This is an optimization exercise on Yosys and OpenROAD, whose aim is small area, a short achievable clock period and few clock cycles, not a production implementation.
In this exercise RTL edits were held to simulation tests only and were not proved equivalent to the original.
No activity file was given, so power comes from the tool's default toggle rates.

<file path="design/flow/flow/run.sh">
#!/bin/bash
set -o pipefail
cp standard.sh standard.sh.txt
export SETUP_SLACK_MARGIN=6.0
bash standard.sh > standard.log 2>&1
</file>
<file path="design/flow/standard.sh">
#!/bin/bash
# synth_recipe.tcl (not shown) runs the flow's synth.tcl, then flattens the netlist and writes it again
# the make line also repeats each setting of config.mk as NAME=value (left out here)
make -C /OpenROAD-flow-scripts/flow DESIGN_CONFIG=/design/flow/config.mk WORK_HOME=/design/flow/orfs CLKGATE_MAP_FILE= SYNTH_SCRIPT=/design/flow/synth_recipe.tcl "${@:-finish}"
</file>
<file path="design/flow/config.mk">
export PLATFORM = sky130hd
export DESIGN_NAME = cnn_conv_top
export DESIGN_NICKNAME = cnn_conv_top
export VERILOG_FILES = /design/flow/design.v
export SDC_FILE = /design/flow/constraint.sdc
export NUM_CORES = 4
export LEC_CHECK = 0
export CAP_MARGIN = 20
export CORE_MARGIN = 2
export CORE_UTILIZATION = 40
export SLEW_MARGIN = 20
</file>
<file path="design/flow/constraint.sdc">
create_clock -name core_clock -period 9.0 [get_ports {clk}]
set_input_delay 1.8000 -clock core_clock [delete_from_list [all_inputs] [get_ports {clk}]]
set_output_delay 1.8000 -clock core_clock [all_outputs]
set_load 0.01 [all_outputs]
</file>
<file path="design/flow/design.v">
`timescale 1ns/1ps
module cnn_conv_top (
    input  logic        clk,
    input  logic        reset,
    input  logic        pix_valid,
    output logic        pix_ready,
    input  logic [7:0]  pix_byte,
    output logic        out_valid,
    input  logic        out_ready,
    output logic [15:0] out_data,
    output logic [2:0]  out_channel,
    output logic        out_last
);
    localparam int IMG   = 28;
    localparam int DEPTH = 2 * IMG + 3;
    logic [7:0]         in_byte;    
    logic               in_full;
    logic [DEPTH*8-1:0] sr;         
    logic [4:0]         row;        
    logic [4:0]         col;
    logic               busy;       
    logic               warm;       
    logic [2:0]         cc;         
    logic               win_last;   
    logic               pend6;      
    logic               pend7;      
    logic               pend_last;
    logic               ov;         
    logic take, push, push_ok, issue, adv_out, is_win, late;
    logic busy_nx, full_nx, pend6_nx, pend7_nx;
    logic [2:0] cc_nx, ch;
    logic [7:0] q_new;
    assign q_new = 8'(({1'b0, in_byte} + 9'd1) >> 1);
    assign late    = (cc == 3'd6) || (cc == 3'd7);
    assign take    = pix_valid && pix_ready;
    assign adv_out = !ov || out_ready;
    assign issue   = (pend6 || pend7 || (busy && !warm)) && adv_out;
    assign ch      = pend6 ? 3'd6 : (pend7 ? 3'd7 : cc);
    assign push_ok = !busy || (late && !pend6 && !pend7);
    assign push    = in_full && push_ok;
    assign is_win  = (row >= 5'd2) && (col >= 5'd2);
    assign full_nx = take || (in_full && !push);
    always_comb begin
        busy_nx  = busy;
        cc_nx    = cc;
        pend6_nx = pend6;
        pend7_nx = pend7;
        if (issue) begin
            if (pend6) begin
                pend6_nx = 1'b0;
            end else if (pend7) begin
                pend7_nx = 1'b0;
            end else begin
                cc_nx = cc + 3'd1;
                if (cc == 3'd7) busy_nx = 1'b0;
            end
        end
        if (push) begin
            if (busy) begin
                pend6_nx = (cc == 3'd6) && !issue;
                pend7_nx = !(issue && cc == 3'd7);
            end
            busy_nx = is_win;
            cc_nx   = 3'd0;
        end
    end
    always_ff @(posedge clk) begin
        if (!in_full || push) in_byte <= pix_byte;
        if (push) sr <= {sr[(DEPTH-1)*8-1:0], q_new};
    end
    always_ff @(posedge clk) begin
        if (reset) begin
            in_full   <= 1'b0;
            pix_ready <= 1'b1;
            busy      <= 1'b0;
            warm      <= 1'b0;
            cc        <= 3'd0;
            pend6     <= 1'b0;
            pend7     <= 1'b0;
            row       <= 5'd0;
            col       <= 5'd0;
        end else begin
            in_full   <= full_nx;
            busy      <= busy_nx;
            warm      <= push;
            cc        <= cc_nx;
            pend6     <= pend6_nx;
            pend7     <= pend7_nx;
            pix_ready <= !full_nx || !busy_nx ||
                         ((cc_nx == 3'd6 || cc_nx == 3'd7) && !pend6_nx && !pend7_nx);
            if (push) begin
                if (col == 5'(IMG - 1)) begin
                    col <= 5'd0;
                    row <= (row == 5'(IMG - 1)) ? 5'd0 : row + 5'd1;
                end else begin
                    col <= col + 5'd1;
                end
            end
        end
    end
    always_ff @(posedge clk) begin
        if (push) begin
            win_last <= (row == 5'(IMG - 1)) && (col == 5'(IMG - 1));
            if (busy) pend_last <= win_last;
        end
    end
    logic [7:0] a, b, c, d, e, f, g, h, i;
    assign a = sr[58*8 +: 8];
    assign b = sr[57*8 +: 8];
    assign c = sr[56*8 +: 8];
    assign d = sr[30*8 +: 8];
    assign e = sr[29*8 +: 8];
    assign f = sr[28*8 +: 8];
    assign g = sr[2*8 +: 8];
    assign h = sr[1*8 +: 8];
    assign i = sr[0*8 +: 8];
    logic signed [13:0] se;
    assign se = $signed({6'd0, e});
    logic signed [9:0]  r1_v0;
    logic [8:0]         r1_sa, r1_sb, r1_sc, r1_sd;
    logic signed [8:0]  r1_p, r1_q, r1_u, r1_v;
    logic signed [10:0] r2_v1, r2_v2, r2_v3, r2_z, r2_uv;
    logic [9:0]         r2_nac, r2_nbd;
    logic [10:0]        r3_n;
    logic signed [10:0] r3_v5;
    logic signed [10:0] r4_v4, r4_v6;
    logic signed [12:0] r4_y;
    logic [14:0]        r5_v7;
    logic signed [13:0] p14, q14, u14, v14, sb14, sd14, z14, uv14, n14, y14;
    logic signed [19:0] w7;
    assign p14  = 14'(r1_p);
    assign q14  = 14'(r1_q);
    assign u14  = 14'(r1_u);
    assign v14  = 14'(r1_v);
    assign sb14 = $signed({5'd0, r1_sb});
    assign sd14 = $signed({5'd0, r1_sd});
    assign z14  = 14'(r2_z);
    assign uv14 = 14'(r2_uv);
    assign n14  = $signed({3'd0, r3_n});
    assign y14  = 14'(r4_y);
    assign w7   = $signed({y14, 7'd50}) - 20'(y14 <<< 1) - 20'(y14);
    always_ff @(posedge clk) begin
        r1_v0  <= 10'({2'd0, e} - 10'(({2'd0, i} + 10'd7) >> 3));
        r1_sa  <= {1'b0, a} + {1'b0, i};
        r1_sb  <= {1'b0, b} + {1'b0, h};
        r1_sc  <= {1'b0, c} + {1'b0, g};
        r1_sd  <= {1'b0, d} + {1'b0, f};
        r1_p   <= $signed({1'b0, a}) - $signed({1'b0, i});
        r1_q   <= $signed({1'b0, g}) - $signed({1'b0, c});
        r1_u   <= $signed({1'b0, b}) - $signed({1'b0, h});
        r1_v   <= $signed({1'b0, d}) - $signed({1'b0, f});
        r2_v1  <= 11'(q14 - u14 - p14 + 14'sd4);
        r2_v2  <= 11'((-p14 - q14 - (v14 <<< 1) - 14'sd16) >>> 1);
        r2_v3  <= 11'((se <<< 2) + 14'sd2 - sb14 - sd14);
        r2_nac <= {1'b0, r1_sa} + {1'b0, r1_sc};
        r2_nbd <= {1'b0, r1_sb} + {1'b0, r1_sd};
        r2_z   <= 11'((p14 <<< 1) + q14);
        r2_uv  <= 11'(u14 + v14);
        r3_n   <= {1'b0, r2_nac} + {1'b0, r2_nbd};
        r3_v5  <= 11'(((z14 <<< 1) + z14 + (uv14 <<< 1) + 14'sd80) >>> 3);
        r4_v4  <= 11'((n14 - (se <<< 1) - 14'sd48) >>> 3);
        r4_y   <= 13'((n14 <<< 1) + n14 - se + 14'sd6);
    end
    always_ff @(posedge clk) begin
        if (!(pend6 || (busy && cc == 3'd6)))
            r4_v6 <= 11'(((se <<< 3) + (se <<< 2) - n14 - 14'sd12) >>> 2);
        if (!(pend7 || (busy && late))) begin
            if (y14 < 14'sd0)          r5_v7 <= 15'd0;
            else if (y14 > 14'sd2096)  r5_v7 <= 15'd32767;
            else                       r5_v7 <= w7[17:3];
        end
    end
    logic signed [10:0] vsel;
    logic [15:0]        res;
    always_comb begin
        case (ch)
            3'd0: vsel = 11'(r1_v0);
            3'd1: vsel = r2_v1;
            3'd2: vsel = r2_v2;
            3'd3: vsel = r2_v3;
            3'd4: vsel = r4_v4;
            3'd5: vsel = r3_v5;
            default: vsel = r4_v6;
        endcase
        if (ch == 3'd7)    res = {1'b0, r5_v7};
        else if (vsel[10]) res = 16'd0;
        else               res = {6'd0, vsel[9:0]};
    end
    always_ff @(posedge clk) begin
        if (reset) begin
            out_valid <= 1'b0;
            ov        <= 1'b0;
        end else if (adv_out) begin
            out_valid <= issue;
            ov        <= issue;
        end
    end
    always_ff @(posedge clk) begin
        if (adv_out) begin
            out_data    <= res;
            out_channel <= ch;
            out_last    <= (ch == 3'd7) && (pend7 ? pend_last : win_last);
        end
    end
endmodule
</file>
==> impl_metrics.ini, run 1 <==
[status]
status = finished clean

[worst_hold_path]
timing.hold.worst.start = sr[119]
hold_path.class = reg2reg
holdPathStages = 0
min_to = sr[127]

[setup_path]
path_cells = inv_4 > fa_2 > fa_1 > inv_2 > ha_4 > a31oi_4 > nor2b_1 > o21a_1 > o21a_1 > o21a_1 > o41a_1 > xor2_1
rrSetupSlack_ns = 5.81
ff2ff_path_depth = 12
arrival_ns = 3.56
crit_fanout = 4
end_kind = flip-flop
start_kind = flip-flop
r2r_start = sr[233]
regToRegEndpoint = r4_v6[9]
required_ns = 9.37
cp_slowest_stage_delay_ns = 0.51
cpMostUsedCell = o21a_1
criticalPathCategory = reg2reg
critPathSlowestCell = fa_1

[timing]
setup_viol = 0
period_share = 0.355
final-hold-violation-count = 0
rsz0062_at_grt = yes
slew_violations = 0
min_period_ns = 3.19
worst_clock_skew_ns = 0.0256
max_slew.worst_pin.slew_ns = 1.00
tns_ns = 0
fmax_mhz = 313
slew_headroom = 0.331

[route]
ant_nets = 0
wl_per_cell_um = 17.1
vias = 17000
drc_errors = 0
wl_um = 60400
drt_iter0_markers = 1219
avgViaCountPerCell = 4.83
dr.pass1.iters = 5

[global_routing]
grt_overflow = 0
antenna_found_initial = 0
track_usage = 0.145
first_global_vias = 17200
grt_pass1_wl_um = 92700
grt_start_max_net_pins = 159

[die]
die_area_sq_um = 82300
start_util = 0.405
pin_count = 34
fp.dieH_um = 287
die_width_um = 287
core-area_sq_um = 79100
num_rows = 103

[power_and_ir_drop]
cellLeakagePower_nw = 15.0
p_per_area_nw_per_um2 = 355
p_int_mw = 8.69
clockPowerShare = 0.241
p_comb_frac = 0.411
vdd_drop_max_uv = 213
power.total_mw = 13.2
p_sw_frac = 0.340
power_frac_seq = 0.348
p_switching_mw = 4.49

[yosys]
synth_edf_count = 527
synthCells = 2266
syn-num-nets = 2644
synth.distinct_cells = 81
yosysSeqAreaShare = 0.628
yosysWarnings = 1
synth.ff_latch_count = 741
avgSynthCellArea_sq_um = 14.1
synth_ff_type = edfxtp_1
synth_async_sr_flop_share = 0
syn-cell-area_sq_um = 32000

[cells_and_area]
fillCellCount = 7024
finalNetCount = 2791
seq_area_sq_um = 20100
syn2layout_area_growth_pct = 15.8
multi_input_area_sq_um = 11200
drive_above_1_share = 0.129

[cts]
clk_latency_ns = 0.63
numCtsBuffers = 75
tritoncts = built
cts_max_path_buffers = 3
root_buffer = clkbuf_16
h-tree-depth = 3
clock_sinks = 741
path_clk_slew_ns = 0.06
cts_hold_buf = 0

[job]
max_cap_viol_count = 0

[placement]
gp_congestion = 0.836
io_buffers = 32
dp_hpwl_um = 41600
## placed cells by master, fill, tap and decap left out, types with 9 or more instances in the layout
master,netlist,layout
dfxtp_1,214,196
a21o_1,35,35
nor3_1,27,26
clkbuf_1,11,13
ha_4,0,13
inv_1,295,280
xnor2_1,120,119
clkinv_2,0,11
nor2_1,68,66
o31ai_1,11,9
o21a_1,11,11
clkbuf_16,0,78
dfxtp_2,0,17
clkdlybuf4s50_1,0,11
ha_1,293,275
a21oi_2,0,18
o21bai_1,39,36
buf_2,5,20
inv_2,0,10
buf_4,2,48
xor2_1,49,48
a31oi_1,13,12
nor2b_1,17,17
nand2b_1,9,9
fa_1,73,65
bufinv_16,0,10
nand2_1,61,61
nand3_1,23,23
mux2i_1,23,23
o21ai_0,47,44
a21oi_1,159,141
edfxtp_1,527,527
and3_1,11,11
## power by group through the flow
| stage | Sequential (mW) | Clock, mW | Combinational, mW |
|---|---|---|---|
| global route | 4.63 | 3.41 | 6.06 |
| detailed placement | 4.66 | 0 | 4.77 |
| global placement | 4.66 | 0 | 4.69 |
| floorplan | 4.48 | 0 | 3.73 |
| CTS | 4.59 | 3.28 | 5.05 |
| finish | 4.58 | 3.18 | 5.41 |
## registers in the layout, indices dropped and copies added (netlist names), 10 cells and up
register / cells
r2_v1: 11
r2_nbd: 10
r2_z: 11
r2_v2: 11
r4_v6: 11
r3_n: 11
r4_v4: 10
out_data: 15
r2_v3: 10
r4_y: 13
r3_v5: 11
r5_v7: 15
r2_nac: 10
sr: 472
## stage by stage
| step | utilization | instance area, sq um | hold WS, ns | setup WS (ns) | std cells |
|---|---|---|---|---|---|
| 6_report | 0.469 | 37100 | 0.411 | 5.81 | 3522 |
| 5_1_grt | 0.469 | 37100 | 0.417 | 5.67 | 3521 |
| 4_1_cts | 0.462 | 36600 | 0.413 | 5.82 | 3492 |
| 3_5_place_dp | 0.426 | 33700 | 0.405 | 5.26 | 3335 |
| 3_3_place_gp | 0.426 | 33700 | 0.401 | 5.35 | 3335 |
| 2_1_floorplan | - | 32100 | 0.355 | 5.96 | 2266 |
## area by class of cell
class                   count  area share
repair buffers             89      0.0209
multi-input cells        1208       0.301
clock inverters            41      0.0148
flip-flops and latches    741       0.543
repair inverters            1    0.000304
well taps                1050      0.0354
clock buffers              94      0.0538
diodes                      1   0.0000675
inverters                 297      0.0311
## how the worst max path moves through the flow
stage	from	end	cells past startpoint
after floorplan	sr[234]	r4_v6[9]	11
after global placement	cc[1]	sr[259]	7
after detailed placement	cc[1]	sr[299]	7
after CTS	sr[233]	r4_v6[9]	12
after global routing	sr[233]	r4_v6[9]	12
final	sr[233]	r4_v6[9]	12
## kinds of logic after synthesis
| kind of cell | after synthesis | synth area share |
|---|---|---|
| flops | 741 | 0.628 |
| compound gates | 380 | 0.0762 |
| fa+ha+maj | 366 | 0.160 |
| buf+inv | 317 | 0.0376 |
| simple gates | 262 | 0.0411 |
| xor+xnor | 170 | 0.0467 |
| mux | 29 | 0.0104 |
| other cells | 1 | 0.000117 |
## cells in the mapped netlist, types with 3 or more instances
cell	count	area, sq um
nor3_1	27	135
and2_1	6	37.5
nand2b_1	9	56.3
nand2_1	61	229
dfxtp_1	214	4280
xnor2_1	120	1050
fa_1	73	1460
clkbuf_1	11	41.3
and3_1	11	68.8
inv_1	295	1110
a21boi_0	3	22.5
nand3b_1	4	30.0
a22o_1	8	70.1
o21bai_1	39	293
o31ai_1	11	82.6
nand4b_1	3	26.3
o21a_1	11	82.6
nand3_1	23	115
a311oi_1	3	26.3
nor2_1	68	255
ha_1	293	3670
or3_1	3	18.8
mux2_2	3	33.8
edfxtp_1	527	15800
o211ai_1	6	45.0
buf_2	5	25.0
nand4_1	4	25.0
or2_2	5	31.3
o21ai_0	47	235
o32a_1	4	40.0
nor3b_1	3	22.5
o221ai_1	3	26.3
a21o_1	35	263
a2111oi_0	4	35.0
a21oi_1	159	796
nor2b_1	17	106
o22ai_1	4	25.0
xor2_1	49	429
a31oi_1	13	81.3
nor4_1	5	31.3
mux2i_1	23	230
## worst max-delay path, delay by kind of cell (launching register included)
family | cells | cell delay, ns
buffers and inverters | 2 | 0.14
and+or+nand+nor | 1 | 0.07
DFF | 1 | 0.46
adders and majority gates | 3 | 1.09
AOI/OAI and AO/OA | 5 | 1.05
xor gates and xnor gates | 1 | 0.14
## routing by layer
| layer | vias to the layer above | wire length, um | GRT usage |
|---|---|---|---|
| met4 | 0 | 1530 | 0.0477 |
| met2 | 275 | 27500 | 0.230 |
| met5 | - | 0 | 0 |
| met1 | 8346 | 29100 | 0.203 |
| li1 | 8301 | - | - |
| met3 | 94 | 2260 | 0.0242 |
## what timing repair did
| action | CTS | global route |
|---|---|---|
| buffers inserted | 21 | 25 |
| endpoints found under the hold margin | 0 | 0 |
| resized for setup | 131 | 66 |
| pin swaps | 24 | 44 |
| setup endpoints to repair | 376 | 359 |
| cloned | 1 | 4 |
Testbench counts, summed over its fixed seeds: cycles 44,144.
==> run 2, diff against run 1 <==
--- a/design/flow/config.mk
+++ b/design/flow/config.mk
@@ -8,4 +8,6 @@
 export CAP_MARGIN = 20
 export CORE_MARGIN = 2
 export CORE_UTILIZATION = 40
+export CTS_BUF_LIST = sky130_fd_sc_hd__clkbuf_4 sky130_fd_sc_hd__clkbuf_8
+export CTS_CLUSTER_SIZE = 20
 export SLEW_MARGIN = 20
==> impl_metrics.ini, run 2 <==
[status]
status = finished clean

[placement]
dp_hpwl_um = 41600
gp_congestion = 0.836
io_buffers = 32
dp_cells = 3335
place_area_sq_um = 33700

[yosys]
synth.distinct_cells = 81
yosysTopAreaCellShare = 0.494
synth_compound_area_frac = 0.0762
synth_xor_area_frac = 0.0467
syn-cell-area_sq_um = 32000
synth.area.mux_share = 0.0104
avgSynthCellArea_sq_um = 14.1
synth_ff_type = edfxtp_1
synth.most_common_cell = edfxtp_1
synth_async_sr_flop_share = 0
yosysWarnings = 1
syn-num-nets = 2644
post-synth-top-area-cell = edfxtp_1
synth_area_leaders = edfxtp_1, dfxtp_1, ha_1, fa_1, inv_1
synthTopCellsByCount = edfxtp_1, inv_1, ha_1
synth.ff_latch_count = 741
synth_top_family_by_area = adder cells
synthCells = 2266
synth_edf_count = 527
synthSimpleGateAreaFrac = 0.0411
synth_adder_area_share = 0.160
yosysSeqAreaShare = 0.628

[setup_path]
criticalPathCategory = reg2reg
path_cells = buf_6 > inv_4 > ha_4 > fa_1 > inv_1 > ha_4 > nor2b_1 > o21a_1 > o21a_1 > o21a_1 > o41a_1 > xor2_1
crit_fanout = 3
end_kind = flip-flop
start_kind = flip-flop
cpMostUsedCell = o21a_1
ff2ff_path_depth = 12
arrival_ns = 3.66
critPathSlowestCell = fa_1
cp_slowest_stage_delay_ns = 0.50
required_ns = 9.47
rrSetupSlack_ns = 5.81

[cells_and_area]
fillCellCount = 7030
final_common_cell = edfxtp_1
most-common-layout-cells = edfxtp_1, inv_1, ha_1, dfxtp_1, a21oi_1
layoutNonFillerInstCount = 3604
syn2layout_area_growth_pct = 15.8
largest_reg_flops = 472
largestRegisters = sr (472), out_data (15), r5_v7 (15)
final_core_util = 0.469
design_area_sq_um = 37100
largest_register = sr
drive_above_1_share = 0.158
finalNetCount = 2828

[route]
dr.pass1.iters = 5
drc_errors = 0
wl_per_cell_um = 17.0
vias = 17200
drt_iter0_markers = 1016
ant_nets = 0
wl_um = 61100
avgViaCountPerCell = 4.77

[job]
max_cap_viol_count = 0

[cts]
cts_hold_buf = 0
h-tree-depth = 3
path_clk_slew_ns = 0.07
clk_latency_ns = 0.72
clock_sinks = 741
tritoncts = built
root_buffer = clkbuf_8
cts_max_path_buffers = 3
numCtsBuffers = 115

[die]
fp.dieH_um = 287
die_width_um = 287
pin_count = 34
num_rows = 103
core-area_sq_um = 79100
die_area_sq_um = 82300
start_util = 0.405

[timing]
slew_violations = 0
setup_viol = 0
min_period_ns = 3.19
rsz0062_at_grt = yes
slew_headroom = 0.346
period_share = 0.355
worst_clock_skew_ns = 0.0344
fmax_mhz = 313
max_slew.worst_pin.slew_ns = 0.981
tns_ns = 0
final-hold-violation-count = 0

[global_routing]
antenna_found_initial = 2
first_global_vias = 17600
track_usage = 0.147
grt_pass1_wl_um = 94200
grt_start_max_net_pins = 159
grt_overflow = 0

[power_and_ir_drop]
vdd_drop_max_uv = 200
cellLeakagePower_nw = 15.1
p_per_area_nw_per_um2 = 351

[worst_hold_path]
hold_path.class = reg2reg
holdPathStages = 0
run 2: cell counts after synthesis:
No cell type changed its count.
run 2: kinds of logic after synthesis:
| group | count (synthesis) |
|---|---|
| AOI/OAI and AO/OA | 380 |
| adders and majority gates | 366 |
| and+or+nand+nor | 262 |
| muxes | 29 |
| other | 1 |
| xor gates and xnor gates | 170 |
| DFF | 741 |
| buffers and inverters | 317 |
run 2: final cells by class:
class,instances,area [sq um],area share
sequential,741,20100,0.543
multi-input combinational,1208,11100,0.301
clock buffer,170,2090,0.0563
tap,1050,1310,0.0354
inverter,297,1150,0.0311
timing repair buffer,86,757,0.0204
clock inverter,48,464,0.0125
timing repair inverter,1,11.3,0.000304
antenna,3,7.51,0.000202
run 2: power by group:
part           switching, mW  leakage (nW)  internal, mW  total [mW]
clock network           1.31          1.35          1.71        3.02
registers              0.316          6.84          4.27        4.59
logic                   2.87          6.94          2.55        5.42
total                   4.50          15.1          8.53        13.0
run 2: per-layer routing:
layer  wire, um  GRT usage
met3       2420     0.0284
met4       1770     0.0548
met1      29500      0.203
met2      27500      0.229
met5          0          0
run 2: repair_timing:
item | CTS | global route
gates resized for setup | 137 | 62
cloned | 1 | 4
endpoints found under the setup margin | 376 | 379
pin swaps | 26 | 38
setup buffers | 21 | 22
run 2: worst paths after layout:
check,endpoint,from
setup reg to reg,r4_v6[9],sr[234]
hold / removal,sr[257],sr[249]
hold reg to reg,sr[257],sr[249]
setup / recovery,r4_v6[9],sr[234]
run 2: worst max-delay path: cells and delay by family, from the launching register on:
family / cells / cell delay, ns
flip-flops: 1 / 0.47
AND/OR/NAND/NOR: 1 / 0.13
XOR/XNOR: 1 / 0.14
adder cells (fa/ha/maj): 3 / 0.97
buffers and inverters: 3 / 0.33
AO/OA/AOI/OAI: 4 / 0.88
run 2: stage by stage:
step / power, mW / setup WS (ns) / hold WS (ns)
after global routing: 14.0 / 5.69 / 0.417
after global placement: 9.34 / 5.35 / 0.401
final: 13.0 / 5.81 / 0.412
after detailed placement: 9.43 / 5.26 / 0.405
after CTS: 12.8 / 5.81 / 0.415
after floorplan: 8.21 / 5.96 / 0.355

static timing again, ports no longer ideal:
Ports are ideal in the flow. The routed layouts listed here were re-timed in OpenROAD.
Step 1, drivers: a clkbuf_16 drives clk and a buf_2 each remaining input, both assumed.
Step 2 times the ports against the registers' clock, not the clock port: input delays grow and output delays shrink by t, the midpoint of the rising clock arrivals with the driver on.
Slacks: no drivers / after step 1 / after step 2; pairs: no drivers / after step 1.
run	shift t [ns]	slack for setup (ns)	clock arrival spread, ns	worst data-port slew with drivers (ns)
run 1	0.676	5.808 / 5.808 / 5.551	0.025 / 0.026	0.03
run 2	0.763	5.809 / 5.809 / 5.409	0.035 / 0.034	0.03
After both steps every run listed still meets setup and hold. The setup slack of run 2, which loses most, moves by 0.000 ns with the drivers and by -0.400 ns with both steps.
